This is an optimization exercise on Yosys and OpenROAD, whose aim is small area, not a production implementation.
In this exercise RTL edits were held to simulation tests only and were not proved equivalent to the original.
Power figures rest on the tool's default switching activity, not on a simulated workload. No driver is modelled on the clock port, so clocking that relies on it looks cheaper here than on a real chip.

indigo:
==> flow/design.v (excerpt) <==
module led_matrix_scanner
#(
    parameter int unsigned DWELL_CYCLES = 2048,
    parameter int unsigned BLANK_CYCLES = 16
) (
    input  logic                 clk,
    input  logic                 RST,
    input  logic                 enable,
    input  logic [led_scan_pkg::N_ROWS*led_scan_pkg::N_COLS-1:0] RedPixels,
    input  logic [led_scan_pkg::N_ROWS*led_scan_pkg::N_COLS-1:0] GrnPixels,
    input  logic                 frame_valid,
    output logic                 frame_ready,
    output logic [led_scan_pkg::N_ROWS-1:0] row_sel,
    output logic [3:0]           row_idx,
    output logic [led_scan_pkg::N_COLS-1:0] red_col,
    output logic [led_scan_pkg::N_COLS-1:0] grn_col,
    output logic                 frame_start
);
    localparam int unsigned SLOT  = BLANK_CYCLES + DWELL_CYCLES;
    localparam int unsigned POS_W = $clog2(SLOT);
    localparam logic [POS_W-1:0] POS_LAST  = POS_W'(SLOT - 1);
    localparam logic [POS_W-1:0] POS_DRIVE = POS_W'(BLANK_CYCLES);
    logic [POS_W-1:0]   pos_q;
    logic [3:0]         row_q;
    logic               driving;
    logic               slot_done;
    logic               swap;
    logic [N_COLS-1:0]  red_row;
    logic [N_COLS-1:0]  grn_row;
    logic               shown;
    assign slot_done = (pos_q & POS_LAST) == POS_LAST;
    assign driving   = pos_q >= POS_DRIVE;
    assign swap      = enable && slot_done && (row_q == 4'd15);
    always_ff @(posedge clk) begin
        if (RST) begin
            pos_q <= '0;
            row_q <= '0;
        end else if (!enable) begin
            pos_q <= '0;
        end else if (slot_done) begin
            pos_q <= '0;
            row_q <= row_q + 4'd1;
        end else begin
            pos_q <= pos_q + POS_W'(1);
        end
    end
  ...
Size in the first run: about 570 I/O pins, roughly 28000 sq um of cells after synthesis.
Settings: LEC_CHECK=0, CAP_MARGIN=20, CORE_MARGIN=2, CORE_UTILIZATION=60, SLEW_MARGIN=20; clock period 6.0 ns.
standard.sh (not shown) runs the stock make flow with config.mk's settings and CLKGATE_MAP_FILE= SYNTH_SCRIPT=/design/flow/synth_recipe.tcl, a recipe that flattens the netlist after the stock synthesis.
==> flow/flow/run.sh <==
#!/bin/bash
# Own layout flow: the standard synthesis, then an area re-map of the combinational logic
# (registers untouched), then the standard layout with port buffers of the smallest buffer.
set -euo pipefail
W=$PWD
F=$W/flow
R=$W/orfs/results/$FLOW_PLATFORM/led_matrix_scanner/base
LIB=$FLOW_HOME/platforms/$FLOW_PLATFORM/lib/sky130_fd_sc_hd__tt_025C_1v80.lib
YOSYS=$FLOW_HOME/../tools/install/yosys/bin/yosys

bash standard.sh synth > $W/log_synth.txt 2>&1

cp $R/1_2_yosys.v $W/std_1_2_yosys.v
DU=""
for c in $(sed -n '/DONT_USE_CELLS/,/^$/p' $FLOW_HOME/platforms/$FLOW_PLATFORM/config.mk | tr -d '\\' | grep -o 'sky130_fd_sc_hd__[A-Za-z0-9_]*'); do
  DU="$DU -dont_use $c"
done
sed -e "s#@LIB@#$LIB#g" -e "s#@IN@#$W/std_1_2_yosys.v#" -e "s#@OUT@#$W/remap.v#" \
    -e "s#@TOP@#$FLOW_TOP#g" -e "s#@DONTUSE@#$DU#" -e "s#@SCRIPT@#$F/abc_area.script#" \
    $F/remap.ys > $W/remap.ys
$YOSYS -s $W/remap.ys > $W/log_remap.txt 2>&1
cp $W/remap.v $R/1_2_yosys.v
rm -f $R/1_synth.odb $R/1_synth.sdc

CTS="-sink_clustering_enable -repair_clock_nets -dont_use_dummy_load -buf_list sky130_fd_sc_hd__clkbuf_8 -sink_clustering_size 16 -sink_clustering_max_diameter 50"
bash standard.sh "BUFFER_PORTS_ARGS=-buffer_cell sky130_fd_sc_hd__buf_1" "CTS_ARGS=$CTS" finish > $W/log_layout.txt 2>&1
==> flow/flow/abc_area.script <==
strash
dch
amap
topo
==> flow/flow/remap.ys <==
# Re-map the combinational logic of the standard synthesis netlist for area. The registers
# (and tie cells) stay the very same instances; only the logic between them is re-mapped.
read_liberty -ignore_miss_func @LIB@
read_verilog @IN@
hierarchy -top @TOP@
setattr -mod -set keep_hierarchy 1 sky130_fd_sc_hd__df* sky130_fd_sc_hd__edf* sky130_fd_sc_hd__sdf* sky130_fd_sc_hd__dl* sky130_fd_sc_hd__conb_1
flatten -wb
opt_clean -purge
delete t:$scopeinfo
stat
abc -liberty @LIB@ @DONTUSE@ -script @SCRIPT@
opt_clean -purge
stat -liberty @LIB@
select @TOP@
write_verilog -selected -noattr -noexpr -nohex -nodec @OUT@
> inputs changed (indigo -> garnet)
- CORE_UTILIZATION changed from 60 to 40
--- outcome ---
Relative to indigo, smallest setup slack after layout decreased by 260 ps in garnet.
Final routed wirelength across all metal layers: garnet > indigo
Summary — power, garnet relative to indigo: higher, by about 1.5%.
Of garnet and indigo, it is garnet that has the lower met1 wire length.
The inputs of pepper differ from those of garnet as listed below.
- swapping 40 for 60 in CORE_UTILIZATION
-- flow/flow/run.sh --
<<< garnet, line 25
CTS="-sink_clustering_enable -repair_clock_nets -dont_use_dummy_load -buf_list sky130_fd_sc_hd__clkbuf_8 -sink_clustering_size 16 -sink_clustering_max_diameter 50"
>>> pepper, line 25
CTS="-sink_clustering_enable -repair_clock_nets -dont_use_dummy_load -buf_list sky130_fd_sc_hd__clkbuf_8 -sink_clustering_size 18 -sink_clustering_max_diameter 50"
Findings:
- [diff] power, pepper relative to garnet: improvement
- From garnet to pepper the numbers moved as follows: sequential share of layout area went up by 1.3 points, cell count of the worst hold path held.
- Between pepper and garnet, wire length of the first global-routing pass is lower for pepper, garnet comes in above that.
- garnet leaves less setup margin than pepper.
- Final worst-path cycle share ended up 4.3 points lower on pepper than on garnet.
For maple, these inputs were changed with respect to pepper:
- CORE_UTILIZATION: 60 -> 40
-- flow/flow/run.sh --
<<< pepper, line 25
CTS="-sink_clustering_enable -repair_clock_nets -dont_use_dummy_load -buf_list sky130_fd_sc_hd__clkbuf_8 -sink_clustering_size 18 -sink_clustering_max_diameter 50"
>>> maple, line 25
CTS="-sink_clustering_enable -repair_clock_nets -dont_use_dummy_load -buf_list sky130_fd_sc_hd__clkbuf_8 -sink_clustering_size 18 -sink_clustering_max_diameter 60"
[summary]
Post-layout minimum cycle time deteriorates in maple relative to pepper. Per the comparison of maple with pepper, share of power burned in combinational logic held steady; total wire length grew by about 1.6%; sequential share of layout area shrank by 0.83 points.

Setup of build 13:
led_matrix_scanner, a different RTL version from the one above (not shown whole).
Size in the first run: ~2,100 cells after synthesis, ~570 I/O pins, ~28,000 um^2 of cells after synthesis.
==> flow/config.mk <==
export PLATFORM = sky130hd
export DESIGN_NAME = led_matrix_scanner
export DESIGN_NICKNAME = led_matrix_scanner
export VERILOG_FILES = /design/flow/design.v
export SDC_FILE = /design/flow/constraint.sdc
export NUM_CORES = 4
export LEC_CHECK = 0
export CAP_MARGIN = 20
export CORE_MARGIN = 2
export CORE_UTILIZATION = 70
export SLEW_MARGIN = 20
==> flow/constraint.sdc <==
create_clock -name core_clock -period 6.0 [get_ports {clk}]
set_input_delay 1.2000 -clock core_clock [delete_from_list [all_inputs] [get_ports {clk}]]
set_output_delay 1.2000 -clock core_clock [all_outputs]
set_load 0.01 [all_outputs]
==> flow/flow/run.sh <==
#!/bin/bash
# Own layout flow: the standard synthesis, then an area re-map of the combinational logic
# (registers untouched), then the standard layout with port buffers of the smallest buffer.
set -euo pipefail
W=$PWD
F=$W/flow
R=$W/orfs/results/$FLOW_PLATFORM/led_matrix_scanner/base
LIB=$FLOW_HOME/platforms/$FLOW_PLATFORM/lib/sky130_fd_sc_hd__tt_025C_1v80.lib
YOSYS=$FLOW_HOME/../tools/install/yosys/bin/yosys

bash standard.sh synth > $W/log_synth.txt 2>&1

cp $R/1_2_yosys.v $W/std_1_2_yosys.v
DU=""
for c in $(sed -n '/DONT_USE_CELLS/,/^$/p' $FLOW_HOME/platforms/$FLOW_PLATFORM/config.mk | tr -d '\\' | grep -o 'sky130_fd_sc_hd__[A-Za-z0-9_]*'); do
  DU="$DU -dont_use $c"
done
sed -e "s#@LIB@#$LIB#g" -e "s#@IN@#$W/std_1_2_yosys.v#" -e "s#@OUT@#$W/remap.v#" \
    -e "s#@TOP@#$FLOW_TOP#g" -e "s#@DONTUSE@#$DU#" -e "s#@SCRIPT@#$F/abc_area.script#" \
    $F/remap.ys > $W/remap.ys
$YOSYS -s $W/remap.ys > $W/log_remap.txt 2>&1
cp $W/remap.v $R/1_2_yosys.v
rm -f $R/1_synth.odb $R/1_synth.sdc

CTS="-sink_clustering_enable -repair_clock_nets -dont_use_dummy_load -buf_list sky130_fd_sc_hd__clkbuf_16 -sink_clustering_size 30 -sink_clustering_max_diameter 55"
bash standard.sh "BUFFER_PORTS_ARGS=-buffer_cell sky130_fd_sc_hd__buf_1" "CTS_ARGS=$CTS" finish > $W/log_layout.txt 2>&1
Scripts as last shown in full above: flow/flow/abc_area.script, flow/flow/remap.ys
Looking at the reports, build 13 completed the entire flow and the layout it produced met the timing, DRC and antenna checks.
Setup changes, build 13 to build 22
-- flow/flow/run.sh --
<<< build 13, line 23
rm -f $R/1_synth.odb $R/1_synth.sdc

CTS="-sink_clustering_enable -repair_clock_nets -dont_use_dummy_load -buf_list sky130_fd_sc_hd__clkbuf_16 -sink_clustering_size 30 -sink_clustering_max_diameter 55"
bash standard.sh "BUFFER_PORTS_ARGS=-buffer_cell sky130_fd_sc_hd__buf_1" "CTS_ARGS=$CTS" finish > $W/log_layout.txt 2>&1
>>> build 22, line 23
rm -f $R/1_synth.odb $R/1_synth.sdc

CTS="-sink_clustering_enable -repair_clock_nets -dont_use_dummy_load -buf_list sky130_fd_sc_hd__clkbuf_8 -sink_clustering_size 20 -sink_clustering_max_diameter 50"
bash standard.sh "BUFFER_PORTS_ARGS=-buffer_cell sky130_fd_sc_hd__buf_1" "CTS_ARGS=$CTS" finish > $W/log_layout.txt 2>&1
### Flow results
Diff build 13 -> build 22: global-route usage decreased by 0.49 points relative to the old numbers, combinational power share increased by 0.2 points relative to the old numbers, fraction of standard cell area that is sequential increased by 0.72 points relative to the old numbers, number of H-tree levels increased by 1 relative to the old numbers, die extent in y closely matched the old numbers.
Re clock insertion delay at the later pin of the skew report: build 13 was lower than build 22.
Build 22 gives less routed wire length than build 13 did.
Compared to build 13, build 22 has worst setup skew after layout 7.3 ps lower.
Of build 13 and build 22, the higher switching share of power belongs to build 22.
For build 49, these inputs were changed with respect to build 22:
Settings: CORE_UTILIZATION: 70 -> 75.
-- flow/flow/run.sh --
<<< build 22, line 23
rm -f $R/1_synth.odb $R/1_synth.sdc

CTS="-sink_clustering_enable -repair_clock_nets -dont_use_dummy_load -buf_list sky130_fd_sc_hd__clkbuf_8 -sink_clustering_size 20 -sink_clustering_max_diameter 50"
bash standard.sh "BUFFER_PORTS_ARGS=-buffer_cell sky130_fd_sc_hd__buf_1" "CTS_ARGS=$CTS" finish > $W/log_layout.txt 2>&1
>>> build 49, line 23
rm -f $R/1_synth.odb $R/1_synth.sdc

CTS="-sink_clustering_enable -repair_clock_nets -dont_use_dummy_load -buf_list sky130_fd_sc_hd__clkbuf_8 -sink_clustering_size 18 -sink_clustering_max_diameter 45"
bash standard.sh "BUFFER_PORTS_ARGS=-buffer_cell sky130_fd_sc_hd__buf_1" "CTS_ARGS=$CTS" finish > $W/log_layout.txt 2>&1
Build 22 → build 49: clock network power share now larger; fmax went up 2.9%; share of total power in combinational logic held; logic depth of the worst register-to-register path was more or less identical; via count shows an increase of 2.7%. Worst setup slack after layout improves in build 49 relative to build 22. Delta(register-to-register slack, build 49 - build 22) > 0.
[inputs] build 5 vs build 49
Settings: changing CORE_UTILIZATION from 75 to 70.
-- flow/flow/run.sh --
<<< build 49, line 23
rm -f $R/1_synth.odb $R/1_synth.sdc

CTS="-sink_clustering_enable -repair_clock_nets -dont_use_dummy_load -buf_list sky130_fd_sc_hd__clkbuf_8 -sink_clustering_size 18 -sink_clustering_max_diameter 45"
bash standard.sh "BUFFER_PORTS_ARGS=-buffer_cell sky130_fd_sc_hd__buf_1" "CTS_ARGS=$CTS" finish > $W/log_layout.txt 2>&1
>>> build 5, line 23
rm -f $R/1_synth.odb $R/1_synth.sdc

CTS="-sink_clustering_enable -repair_clock_nets -dont_use_dummy_load -buf_list sky130_fd_sc_hd__clkbuf_16 -sink_clustering_size 34 -sink_clustering_max_diameter 60"
bash standard.sh "BUFFER_PORTS_ARGS=-buffer_cell sky130_fd_sc_hd__buf_1" "CTS_ARGS=$CTS" finish > $W/log_layout.txt 2>&1
--- outcome ---
The flow did not stop early for build 5: all stages ran, and the layout cleared the timing, DRC and antenna checks. Between build 49 and build 5, the core utilization is higher for build 49. | power per cell area | build 5 vs build 49 | 0.94% higher |. When build 5 is set beside build 49, its combinational power turns out to be about 2% smaller. Final critical-path setup slack (lower): build 5. Build 5: wire length of the first global-routing pass is 2.5 mm lower than what build 49 reported.
#### Input delta (build 47 over build 5)
Settings: CORE_UTILIZATION now 75, was 70.
-- flow/flow/run.sh --
<<< build 5, line 23
rm -f $R/1_synth.odb $R/1_synth.sdc

CTS="-sink_clustering_enable -repair_clock_nets -dont_use_dummy_load -buf_list sky130_fd_sc_hd__clkbuf_16 -sink_clustering_size 34 -sink_clustering_max_diameter 60"
bash standard.sh "BUFFER_PORTS_ARGS=-buffer_cell sky130_fd_sc_hd__buf_1" "CTS_ARGS=$CTS" finish > $W/log_layout.txt 2>&1
>>> build 47, line 23
rm -f $R/1_synth.odb $R/1_synth.sdc

CTS="-sink_clustering_enable -repair_clock_nets -dont_use_dummy_load -buf_list sky130_fd_sc_hd__clkbuf_8 -sink_clustering_size 19 -sink_clustering_max_diameter 45"
bash standard.sh "BUFFER_PORTS_ARGS=-buffer_cell sky130_fd_sc_hd__buf_1" "CTS_ARGS=$CTS" finish > $W/log_layout.txt 2>&1
--- outcome ---
Build 47 drops more vias than build 5. Relative to build 5, the total power consumption of the routed design of build 47 is lower by 180 uW. Changes observed in build 47 relative to build 5: share of the final layout cell area in multi-input gates ~0 delta; slack of the critical path -20 ps; final area -about 0.6%; clock latency at the later pin of the worst-skew pair +60 ps. met3 layer usage reported by global route was lower in build 5 than in build 47.
diff inputs: build 47 => build 56
Settings: a change of CORE_UTILIZATION from 75 to 70.
-- flow/flow/run.sh --
<<< build 47, line 23
rm -f $R/1_synth.odb $R/1_synth.sdc

CTS="-sink_clustering_enable -repair_clock_nets -dont_use_dummy_load -buf_list sky130_fd_sc_hd__clkbuf_8 -sink_clustering_size 19 -sink_clustering_max_diameter 45"
bash standard.sh "BUFFER_PORTS_ARGS=-buffer_cell sky130_fd_sc_hd__buf_1" "CTS_ARGS=$CTS" finish > $W/log_layout.txt 2>&1
>>> build 56, line 23
rm -f $R/1_synth.odb $R/1_synth.sdc

CTS="-sink_clustering_enable -repair_clock_nets -dont_use_dummy_load -buf_list sky130_fd_sc_hd__clkbuf_8 -sink_clustering_size 18 -sink_clustering_max_diameter 50"
bash standard.sh "BUFFER_PORTS_ARGS=-buffer_cell sky130_fd_sc_hd__buf_1" "CTS_ARGS=$CTS" finish > $W/log_layout.txt 2>&1
As far as count of buffers inserted at the top-level ports goes, build 56 and build 47 are indistinguishable; the numbers are identical. Taking build 47 over build 56, the count of filler cells inserted in the layout ratio works out to 0.75. Shortest clock period the worst path allows after layout ended up 40 ps higher on build 56 than on build 47. Any difference in multi-input combinational area share between build 56 and build 47 is small enough to ignore. Die extent in x | build 56 above build 47. In the tables for build 56 and build 47, power density normalized to cell area reads lower with build 56. Diff build 56..build 47 | post-route cell area | negligible. Build 56 — global-route wire length before repair 2.7 mm lower, build 47 as reference. Compared with build 47, in build 56 total power now sits at about the same level, area of the die now sits higher.

separate check: timing with driven ports:
The flow's constraints put no driver on any port. The routed layouts listed below were extracted and timed again, unchanged, in two steps.
Step 1, drivers: a clkbuf_16 drives clk and a buf_2 each remaining input, both assumed.
Step 2 times the ports against the registers' clock, not the clock port: input delays grow and output delays shrink by t, the midpoint of the rising clock arrivals with the driver on.
Slacks: ideal ports / drivers / drivers and shift; pairs: ideal ports / drivers.
| run | t (ns) | slack for setup (ns) | hold WS [ns] | worst setup path after step 2 | slew at the worst register clock pin (ns) |
|---|---|---|---|---|---|
| indigo | 0.713 | 2.358 / 2.301 / 2.262 | 0.312 / 0.312 / 0.312 | input to register | 0.10 / 0.10 |
| garnet | 0.712 | 2.100 / 2.044 / 2.298 | 0.243 / 0.243 / 0.243 | input to register | 0.10 / 0.10 |
| pepper | 0.699 | 2.358 / 2.302 / 2.272 | 0.314 / 0.314 / 0.314 | input to register | 0.11 / 0.11 |
| maple | 0.699 | 2.105 / 2.050 / 2.307 | 0.263 / 0.263 / 0.263 | input to register | 0.11 / 0.11 |
| build 13 | 0.647 | 2.028 / 2.028 / 1.843 | 0.301 / 0.301 / 0.301 | input to register | 0.11 / 0.11 |
| build 22 | 0.680 | 1.984 / 1.984 / 1.842 | 0.293 / 0.293 / 0.293 | input to register | 0.12 / 0.12 |
| build 49 | 0.686 | 2.096 / 2.096 / 1.884 | 0.308 / 0.308 / 0.308 | input to register | 0.11 / 0.11 |
| build 5 | 0.643 | 2.048 / 2.048 / 1.775 | 0.292 / 0.292 / 0.292 | input to register | 0.12 / 0.12 |
| build 47 | 0.689 | 2.028 / 2.028 / 1.913 | 0.304 / 0.304 / 0.304 | input to register | 0.11 / 0.11 |
| build 56 | 0.687 | 1.988 / 1.988 / 1.777 | 0.282 / 0.282 / 0.282 | input to register | 0.11 / 0.11 |
After both steps setup and hold are still met in every run listed. The setup slack of build 5, which loses most, moves by 0.000 ns with the drivers and by -0.273 ns with both steps.
